What follows belongs to an exercise in optimizing a design on an open flow for small area and a short achievable clock period; a production flow would make more cautious choices. Function was checked by simulation only, so behaviour that the tests miss may differ from the original.

## run.sh

```bash
#!/bin/bash
# synth_recipe.tcl (not shown) runs the flow's synth.tcl, then flattens the netlist and writes it again
# the make line also repeats each setting of config.mk as NAME=value (left out here)
make -C /OpenROAD-flow-scripts/flow DESIGN_CONFIG=/design/flow/config.mk WORK_HOME=/design/flow/orfs CLKGATE_MAP_FILE= SYNTH_SCRIPT=/design/flow/synth_recipe.tcl finish
```

## design.v

```verilog
package qft_pkg;
    localparam int AMP_W    = 8;
    localparam int FRAC_W   = 4;
    localparam int N_QUBITS = 3;
    localparam int N_STATES = 1 << N_QUBITS;
    localparam int VEC_W    = AMP_W * N_STATES;
    localparam int PROD_W = 18;
    localparam logic signed [AMP_W-1:0] H_SCALE = 8'sd11;
    localparam logic signed [AMP_W-1:0] COS_PI_2 = 8'sd0;
    localparam logic signed [AMP_W-1:0] SIN_PI_2 = 8'sd16;
    localparam logic signed [AMP_W-1:0] COS_PI_4 = 8'sd11;
    localparam logic signed [AMP_W-1:0] SIN_PI_4 = 8'sd11;
    localparam int STAGE_LAT = 2;
    localparam int QFT_LAT   = 6 * STAGE_LAT + 1;
    localparam logic signed [PROD_W-1:0] AMP_MAX = 18'sd127;
    localparam logic signed [PROD_W-1:0] AMP_MIN = -18'sd128;
endpackage
`timescale 1ns/1ps
module hadamard_stage
#(
    parameter int QUBIT = 0
) (
    input  logic                       clk,
    input  logic                       rst_n,
    input  logic                       in_valid,
    input  logic [qft_pkg::VEC_W-1:0]  in_re,
    input  logic [qft_pkg::VEC_W-1:0]  in_im,
    output logic                       out_valid,
    output logic [qft_pkg::VEC_W-1:0]  out_re,
    output logic [qft_pkg::VEC_W-1:0]  out_im
);
    localparam int MASK = 1 << QUBIT;
    function automatic logic [qft_pkg::AMP_W-1:0] sat_amp(input logic signed [qft_pkg::PROD_W-1:0] x);
        if (x > qft_pkg::AMP_MAX) begin
            sat_amp = 8'h7f;
        end else if (x < qft_pkg::AMP_MIN) begin
            sat_amp = 8'h80;
        end else begin
            sat_amp = x[qft_pkg::AMP_W-1:0];
        end
    endfunction
    logic [qft_pkg::STAGE_LAT-1:0] valid_q;
    always_ff @(posedge clk or negedge rst_n) begin
        if (!rst_n) begin
            valid_q <= '0;
        end else begin
            valid_q <= {valid_q[qft_pkg::STAGE_LAT-2:0], in_valid};
        end
    end
    assign out_valid = valid_q[qft_pkg::STAGE_LAT-1];
    for (genvar i = 0; i < qft_pkg::N_STATES; i++) begin : g_amp
        localparam int LO = i & ~MASK;
        localparam int HI = i | MASK;
        logic signed [qft_pkg::PROD_W-1:0] lo_re, hi_re, lo_im, hi_im;
        logic signed [qft_pkg::PROD_W-1:0] re_s_q;
        logic signed [qft_pkg::PROD_W-1:0] im_s_q;
        logic signed [qft_pkg::PROD_W-1:0] re_scaled;
        logic signed [qft_pkg::PROD_W-1:0] im_scaled;
        logic [qft_pkg::AMP_W-1:0]         re_q;
        logic [qft_pkg::AMP_W-1:0]         im_q;
        assign lo_re = qft_pkg::PROD_W'($signed(in_re[qft_pkg::AMP_W*LO +: qft_pkg::AMP_W]));
        assign hi_re = qft_pkg::PROD_W'($signed(in_re[qft_pkg::AMP_W*HI +: qft_pkg::AMP_W]));
        assign lo_im = qft_pkg::PROD_W'($signed(in_im[qft_pkg::AMP_W*LO +: qft_pkg::AMP_W]));
        assign hi_im = qft_pkg::PROD_W'($signed(in_im[qft_pkg::AMP_W*HI +: qft_pkg::AMP_W]));
        always_ff @(posedge clk or negedge rst_n) begin
            if (!rst_n) begin
                re_s_q <= '0;
                im_s_q <= '0;
            end else if (i == LO) begin
                re_s_q <= lo_re + hi_re;
                im_s_q <= lo_im + hi_im;
            end else begin
                re_s_q <= lo_re - hi_re;
                im_s_q <= lo_im - hi_im;
            end
        end
        assign re_scaled = (re_s_q * qft_pkg::PROD_W'(qft_pkg::H_SCALE)) >>> qft_pkg::FRAC_W;
        assign im_scaled = (im_s_q * qft_pkg::PROD_W'(qft_pkg::H_SCALE)) >>> qft_pkg::FRAC_W;
        always_ff @(posedge clk or negedge rst_n) begin
            if (!rst_n) begin
                re_q <= '0;
                im_q <= '0;
            end else begin
                re_q <= sat_amp(re_scaled);
                im_q <= sat_amp(im_scaled);
            end
        end
        assign out_re[qft_pkg::AMP_W*i +: qft_pkg::AMP_W] = re_q;
        assign out_im[qft_pkg::AMP_W*i +: qft_pkg::AMP_W] = im_q;
    end
endmodule
`timescale 1ns/1ps
module cphase_stage
#(
    parameter int                       CTRL   = 0,
    parameter int                       TARGET = 1,
    parameter logic signed [7:0]        COS_K  = qft_pkg::COS_PI_2,
    parameter logic signed [7:0]        SIN_K  = qft_pkg::SIN_PI_2
) (
    input  logic                       clk,
    input  logic                       rst_n,
    input  logic                       in_valid,
    input  logic [qft_pkg::VEC_W-1:0]  in_re,
    input  logic [qft_pkg::VEC_W-1:0]  in_im,
    output logic                       out_valid,
    output logic [qft_pkg::VEC_W-1:0]  out_re,
    output logic [qft_pkg::VEC_W-1:0]  out_im
);
    localparam int CT_MASK = (1 << CTRL) | (1 << TARGET);
    function automatic logic [qft_pkg::AMP_W-1:0] sat_amp(input logic signed [qft_pkg::PROD_W-1:0] x);
        if (x > qft_pkg::AMP_MAX) begin
            sat_amp = 8'h7f;
        end else if (x < qft_pkg::AMP_MIN) begin
            sat_amp = 8'h80;
        end else begin
            sat_amp = x[qft_pkg::AMP_W-1:0];
        end
    endfunction
    logic [qft_pkg::STAGE_LAT-1:0] valid_q;
    always_ff @(posedge clk or negedge rst_n) begin
        if (!rst_n) begin
            valid_q <= '0;
        end else begin
            valid_q <= {valid_q[qft_pkg::STAGE_LAT-2:0], in_valid};
        end
    end
    assign out_valid = valid_q[qft_pkg::STAGE_LAT-1];
    for (genvar i = 0; i < qft_pkg::N_STATES; i++) begin : g_amp
        logic [qft_pkg::AMP_W-1:0] re_q;
        logic [qft_pkg::AMP_W-1:0] im_q;
        if ((i & CT_MASK) == CT_MASK) begin : g_rot
            logic signed [qft_pkg::PROD_W-1:0] in_re_w;
            logic signed [qft_pkg::PROD_W-1:0] in_im_w;
            logic signed [qft_pkg::PROD_W-1:0] re_cos_q;
            logic signed [qft_pkg::PROD_W-1:0] im_sin_q;
            logic signed [qft_pkg::PROD_W-1:0] re_sin_q;
            logic signed [qft_pkg::PROD_W-1:0] im_cos_q;
            logic signed [qft_pkg::PROD_W-1:0] re_rot;
            logic signed [qft_pkg::PROD_W-1:0] im_rot;
            assign in_re_w = qft_pkg::PROD_W'($signed(in_re[qft_pkg::AMP_W*i +: qft_pkg::AMP_W]));
            assign in_im_w = qft_pkg::PROD_W'($signed(in_im[qft_pkg::AMP_W*i +: qft_pkg::AMP_W]));
            always_ff @(posedge clk or negedge rst_n) begin
                if (!rst_n) begin
                    re_cos_q <= '0;
                    im_sin_q <= '0;
                    re_sin_q <= '0;
                    im_cos_q <= '0;
                end else begin
                    re_cos_q <= in_re_w * qft_pkg::PROD_W'(COS_K);
                    im_sin_q <= in_im_w * qft_pkg::PROD_W'(SIN_K);
                    re_sin_q <= in_re_w * qft_pkg::PROD_W'(SIN_K);
                    im_cos_q <= in_im_w * qft_pkg::PROD_W'(COS_K);
                end
            end
            assign re_rot = (re_cos_q - im_sin_q) >>> qft_pkg::FRAC_W;
            assign im_rot = (re_sin_q + im_cos_q) >>> qft_pkg::FRAC_W;
            always_ff @(posedge clk or negedge rst_n) begin
                if (!rst_n) begin
                    re_q <= '0;
                    im_q <= '0;
                end else begin
                    re_q <= sat_amp(re_rot);
                    im_q <= sat_amp(im_rot);
                end
            end
        end else begin : g_pass
            logic [qft_pkg::AMP_W-1:0] re_d_q;
            logic [qft_pkg::AMP_W-1:0] im_d_q;
            always_ff @(posedge clk or negedge rst_n) begin
                if (!rst_n) begin
                    re_d_q <= '0;
                    im_d_q <= '0;
                    re_q   <= '0;
                    im_q   <= '0;
                end else begin
                    re_d_q <= in_re[qft_pkg::AMP_W*i +: qft_pkg::AMP_W];
                    im_d_q <= in_im[qft_pkg::AMP_W*i +: qft_pkg::AMP_W];
                    re_q   <= re_d_q;
                    im_q   <= im_d_q;
                end
            end
        end
        assign out_re[qft_pkg::AMP_W*i +: qft_pkg::AMP_W] = re_q;
        assign out_im[qft_pkg::AMP_W*i +: qft_pkg::AMP_W] = im_q;
    end
endmodule
`timescale 1ns/1ps
module qft3_top
(
    input  logic        clk,
    input  logic        rst_n,
    input  logic        valid_i,
    input  logic [63:0] re_i,
    input  logic [63:0] im_i,
    output logic        valid_o,
    output logic [63:0] re_o,
    output logic [63:0] im_o
);
    logic         st0_valid, st1_valid, st2_valid, st3_valid, st4_valid, st5_valid, st6_valid;
    logic [63:0]  st0_re, st1_re, st2_re, st3_re, st4_re, st5_re, st6_re;
    logic [63:0]  st0_im, st1_im, st2_im, st3_im, st4_im, st5_im, st6_im;
    assign st0_valid = valid_i;
    assign st0_re    = re_i;
    assign st0_im    = im_i;
    hadamard_stage #(
        .QUBIT (2)
    ) u_h2 (
        .clk       (clk),
        .rst_n     (rst_n),
        .in_valid  (st0_valid),
        .in_re     (st0_re),
        .in_im     (st0_im),
        .out_valid (st1_valid),
        .out_re    (st1_re),
        .out_im    (st1_im)
    );
    cphase_stage #(
        .CTRL   (1),
        .TARGET (2),
        .COS_K  (qft_pkg::COS_PI_2),
        .SIN_K  (qft_pkg::SIN_PI_2)
    ) u_cp12 (
        .clk       (clk),
        .rst_n     (rst_n),
        .in_valid  (st1_valid),
        .in_re     (st1_re),
        .in_im     (st1_im),
        .out_valid (st2_valid),
        .out_re    (st2_re),
        .out_im    (st2_im)
    );
    cphase_stage #(
        .CTRL   (0),
        .TARGET (2),
        .COS_K  (qft_pkg::COS_PI_4),
        .SIN_K  (qft_pkg::SIN_PI_4)
    ) u_cp02 (
        .clk       (clk),
        .rst_n     (rst_n),
        .in_valid  (st2_valid),
        .in_re     (st2_re),
        .in_im     (st2_im),
        .out_valid (st3_valid),
        .out_re    (st3_re),
        .out_im    (st3_im)
    );
    hadamard_stage #(
        .QUBIT (1)
    ) u_h1 (
        .clk       (clk),
        .rst_n     (rst_n),
        .in_valid  (st3_valid),
        .in_re     (st3_re),
        .in_im     (st3_im),
        .out_valid (st4_valid),
        .out_re    (st4_re),
        .out_im    (st4_im)
    );
    cphase_stage #(
        .CTRL   (0),
        .TARGET (1),
        .COS_K  (qft_pkg::COS_PI_2),
        .SIN_K  (qft_pkg::SIN_PI_2)
    ) u_cp01 (
        .clk       (clk),
        .rst_n     (rst_n),
        .in_valid  (st4_valid),
        .in_re     (st4_re),
        .in_im     (st4_im),
        .out_valid (st5_valid),
        .out_re    (st5_re),
        .out_im    (st5_im)
    );
    hadamard_stage #(
        .QUBIT (0)
    ) u_h0 (
        .clk       (clk),
        .rst_n     (rst_n),
        .in_valid  (st5_valid),
        .in_re     (st5_re),
        .in_im     (st5_im),
        .out_valid (st6_valid),
        .out_re    (st6_re),
        .out_im    (st6_im)
    );
    always_ff @(posedge clk or negedge rst_n) begin
        if (!rst_n) begin
            valid_o <= 1'b0;
            re_o    <= '0;
            im_o    <= '0;
        end else begin
            valid_o <= st6_valid;
            for (int i = 0; i < qft_pkg::N_STATES; i++) begin
                re_o[qft_pkg::AMP_W*i +: qft_pkg::AMP_W] <= st6_re[qft_pkg::AMP_W*(((i & 1) << 2) | (i & 2) | ((i >> 2) & 1)) +: qft_pkg::AMP_W];
                im_o[qft_pkg::AMP_W*i +: qft_pkg::AMP_W] <= st6_im[qft_pkg::AMP_W*(((i & 1) << 2) | (i & 2) | ((i >> 2) & 1)) +: qft_pkg::AMP_W];
            end
        end
    end
endmodule
```

## config.mk

```make
export PLATFORM = sky130hd
export DESIGN_NAME = qft3_top
export DESIGN_NICKNAME = qft3_top
export VERILOG_FILES = /design/flow/design.v
export SDC_FILE = /design/flow/constraint.sdc
export NUM_CORES = 4
export LEC_CHECK = 0
export CAP_MARGIN = 20
export CORE_MARGIN = 2
export CORE_UTILIZATION = 40
export SLEW_MARGIN = 20
```

## constraint.sdc

```tcl
create_clock -name core_clock -period 4.0 [get_ports {clk}]
set_input_delay 0.8000 -clock core_clock [delete_from_list [all_inputs] [get_ports {clk}]]
set_output_delay 0.8000 -clock core_clock [all_outputs]
set_load 0.01 [all_outputs]
```

==> results by group <==
STA
  • Worst-margin pin slew: 912 ps
  • Final Setup Violations: 0
  • Worst Hold Margin: 323 ps
  • Tcrit/Tclk final: 95.1%
  • Final Max Slew Viols: 0
  • Max Clk Rate: 263 MHz
  • Hold Vio Cnt, Final: 0
  • Setup WS post-layout: 196 ps
  • Worst Skew: between 20 and 30 ps
  • Setup TNS: 0 ps
  • RSZ-0062 raised after global routing: no
  • Fin crit period: 3800 ps
  • Relative slew slack: 39.2%

Floorplan
  • Initial Utilization: 40.1%
  • Core Region: about 0.25 mm²
  • DIE WIDTH: 508 µm
  • Number of core rows: between 150 and 200
  • I/O pin count: 260
  • Die height: 508 µm
  • DIE AREA: approximately 0.26 mm²

CTS
  • CTS max path bufs: 3
  • Root buffer cell: clkbuf_16
  • CTS Buf Count: around 190
  • Clk Latency, worst-skew pair: 830 ps
  • CTS tree: done
  • Clock sink count: ~1,700
  • H-tree levels: 4
  • Clock Pin Slew Worst Setup and Hold Paths: ~60 ps

Worst setup path
  • Reg2Reg Depth: 14
  • WP data required: 4750 ps
  • Slowest cell on crit path: fa_1
  • Setup CP Type: flop to flop
  • Top delay family on crit path: adder cells
  • CP Capture Type: flop
  • Crit start category: flop
  • Reg2reg setup slack: between 150 and 200 ps
  • Crit Path Max Fanout: 7
  • R2r endpoint: u_h1.g_amp[7].re_q[1]
  • Crit path largest cell delay: approximately 500 ps
  • Arrival time at the worst endpoint: 4550 ps
  • Worst R2R Start: u_h1.g_amp[7].re_s_q[4]
  • CP Cell Sequence: ha_1, inv_1, fa_1, inv_1, ha_1, a21o_1, a31o_1, a41oi_2, a21oi_1, or2_1, xor2_1, or4b_1, nand4_2, a21o_1
  • Worst path bufs/invs: 2

Routing
  • First DRT Iteration DRCs: around 2,600
  • Met2 routed WL: 87.8 mm
  • DRT antenna net count: 0
  • DR WL/cell: 13.7 µm
  • WL final: between 150 and 200 mm
  • Met3 wire len: 5.25 mm
  • Drt pass-1 iters: 7
  • Top layer in use: met4
  • Metal-1 WL: 88.5 mm
  • Vias per cell: 4.66
  • Drt drc: 0
  • Via count: between 60,000 and 70,000

Layout
  • Final core occ: 45.8%
  • Fillers: 23,300
  • Layout cells sized above 1: 5.41%
  • Layout Nets: 11,900
  • Area delta synth->final: 14.1%

Global routing
  • Initial antenna violation count: 6
  • Largest net degree at the start of global routing: 112
  • First-pass GRT wire length: 319 mm
  • Number of global-route vias before repair: 65,900
  • Global route overflow: 0
  • Tot GR Track Use: about 15%

Min path
  • Worst Hold Class: flop to flop
  • Hold Path Depth: 0
  • Hold Startpoint: u_cp12.g_amp[4].re_q[3]
  • Hold Path End: u_cp02.g_amp[4].g_pass.re_d_q[3]

Logic synthesis
  • Synth Area per Inst: 10.7 µm²
  • Mapped cell area: 0.102 mm²
  • Syn Nets: ~11,000
  • Synth Register Bits: 1,721
  • Yosys Warn Count: 7
  • EDFF count, synth: 0
  • Most used flip-flop cell after synthesis: dfrtp_1
  • Asr flop ratio synth: 100%
  • Post-Synthesis Cells: 9,496
  • Sequential area share after synthesis: 42.3%
  • Netlist cell types: 94

Run
  • Maximum capacitance violations: 0

Placed design
  • Place WS: 53.6 ps
  • IO Port Bufs: 259
  • RePlAce Congestion: 0.854
  • HPWL after DPL: between 100 and 150 mm

Outcome
  • Outcome: timing/DRC/antenna clean
-- timing repair --
item	CTS	global route
endpoints found under the setup margin	0	132
setup buffers	0	1
resized for setup	0	46
endpoints found under the hold margin	28	0
hold buffers	1	0
-- kinds of logic (layout without fill, tap and decap cells) --
| group | count (synthesis) | in the layout | share of synthesized area (%) |
|---|---|---|---|
| AOI/OAI and AO/OA | 1748 | 1748 | 11.1 |
| buffers and inverters | 1734 | 2368 | 6.39 |
| DFF | 1721 | 1721 | 42.3 |
| other | 0 | 2 | 0 |
| and+or+nand+nor | 1463 | 1463 | 6.70 |
| muxes | 84 | 84 | 0.847 |
| adders and majority gates | 1837 | 1837 | 24.8 |
| xor gates and xnor gates | 909 | 909 | 7.82 |
-- flip-flops by register name, indices dropped and copies added (netlist names), 68 cells and up --
name and count:
u_h0.g_amp.im_s_q 68, u_h0.g_amp.re_s_q 68, u_h1.g_amp.im_s_q 68, u_h1.g_amp.re_s_q 68
u_h2.g_amp.im_s_q 68, u_h2.g_amp.re_s_q 68
-- layout make-up --
class                   instances  area [µm²]  area share [%]
inverters                    1681        6310            5.43
multi-input cells            6041       52500            45.2
clock inverters               115        1460            1.26
diodes                          2        5.00         0.00431
clock buffers                 232        5130            4.42
repair buffers                340        3460            2.98
flip-flops and latches       1721       43100            37.1
well taps                    3366        4210            3.63
-- metrics by stage --
stage	instances	area, µm²
2_1_floorplan	9496	102000
3_3_place_gp	13100	109000
3_5_place_dp	13100	109000
4_1_cts	13500	116000
5_1_grt	13500	116000
6_report	13500	116000
-- Yosys cell counts (8+ instances only) --
cell       instances  share of area [%]
a211oi_1          33               0.24
or2_2             32               0.20
o21bai_1         121               0.89
or3_1             11              0.068
and2_1            23               0.14
clkbuf_1          50               0.18
dfrtp_1         1721                 42
xor2_1           267                2.3
xnor2_1          642                5.5
o2111ai_1         12               0.10
or2_1             12              0.074
mux2_2            14               0.15
o21ai_1           69               0.34
nor3b_1           15               0.11
o22ai_1           19               0.12
nor4_1            12              0.074
a21oi_1          441                2.2
fa_1             308                6.1
a221oi_1          10              0.086
o21a_1            55               0.41
a211o_1           21               0.18
a21o_1           291                2.1
nor2b_1          127               0.78
a22oi_1            8              0.059
o21ai_0          380                1.9
o21ba_2           10              0.098
o31a_1             9              0.077
and3_1            69               0.42
o31ai_1           20               0.15
mux2i_1           67               0.66
nand2_1          407                1.5
inv_1           1681                6.2
a41oi_1           18               0.15
ha_1            1528                 19
nand4_1           16              0.098
o211ai_1          27               0.20
nand2b_1          82               0.50
nor2_1           482                1.8
a31oi_1           53               0.33
a41o_1            30               0.29
a31o_2            25               0.22
nand3_1           64               0.31
nor3_1            86               0.42
-- worst max-delay path by stage --
stage,slack (ps),end,start,cells after the start
after floorplan,310,u_h2.g_amp[3].im_q[5],u_h2.g_amp[3].im_s_q[4],14
after global placement,190,u_h0.g_amp[5].im_q[5],u_h0.g_amp[5].im_s_q[4],14
after detailed placement,50,u_h1.g_amp[2].re_q[1],u_h1.g_amp[2].re_s_q[4],14
after CTS,30,u_h1.g_amp[2].re_q[1],u_h1.g_amp[2].re_s_q[4],14
after global routing,0.3,u_h0.g_amp[7].im_q[3],u_h0.g_amp[7].im_s_q[4],14
final,200,u_h1.g_amp[7].re_q[1],u_h1.g_amp[7].re_s_q[4],14
-- per-layer routing --
metal / global-route usage, % / up-vias
met4: 3.79 / 0
met3: 1.99 / 239
li1: - / 32000
met1: 19.7 / 30000
met2: 24.9 / 659
met5: 0 / -
-- layout by cell type (no fill, tap or decap), types with 23 or more instances in the layout --
master           netlist  routed
a211oi_1              33      33
a21o_1               291     291
a21oi_1              441     436
a31o_2                25      25
a31oi_1               53      46
a41o_1                30      30
and2_1                23      23
and3_1                69      69
buf_4                  0      61
bufinv_16              0      24
clkbuf_16              0     190
clkdlybuf4s50_1        0     258
clkinv_2               0      30
dfrtp_1             1721    1721
fa_1                 308     308
ha_1                1528    1528
inv_1               1681    1681
mux2i_1               67      67
nand2_1              407     407
nand2b_1              82      82
nand3_1               64      64
nor2_1               482     481
nor2b_1              127     127
nor3_1                86      80
o211ai_1              27      27
o21a_1                55      55
o21ai_0              380     379
o21ai_1               69      66
o21bai_1             121     120
or2_2                 32      32
xnor2_1              642     642
xor2_1               267     267

-- static timing again, ports no longer ideal --
The results above use ideal ports. As a check the final layout listed here was re-extracted and re-timed, cells and wires unchanged. Step 1, drivers: a clkbuf_16 drives clk and a buf_2 each remaining input, both assumed. Step 2 adds t to the input delays and takes it off the output delays; t is the mean of the earliest and latest rising clock arrival at the registers after step 1. Input paths then give back, and output paths get back, about the clock's delay inside the block. Slacks: no drivers / after step 1 / after step 2; pairs: no drivers / after step 1.
shift t [ns]: 0.917
slack for setup (ns): 0.196 / 0.196 / 0.196
worst setup path at the end: register to register
slew at the worst register clock pin (ns): 0.07 / 0.07
After both steps this run still meets setup and hold. For this run, drivers alone change the setup slack by 0.000 ns; drivers and shift together by 0.000 ns.
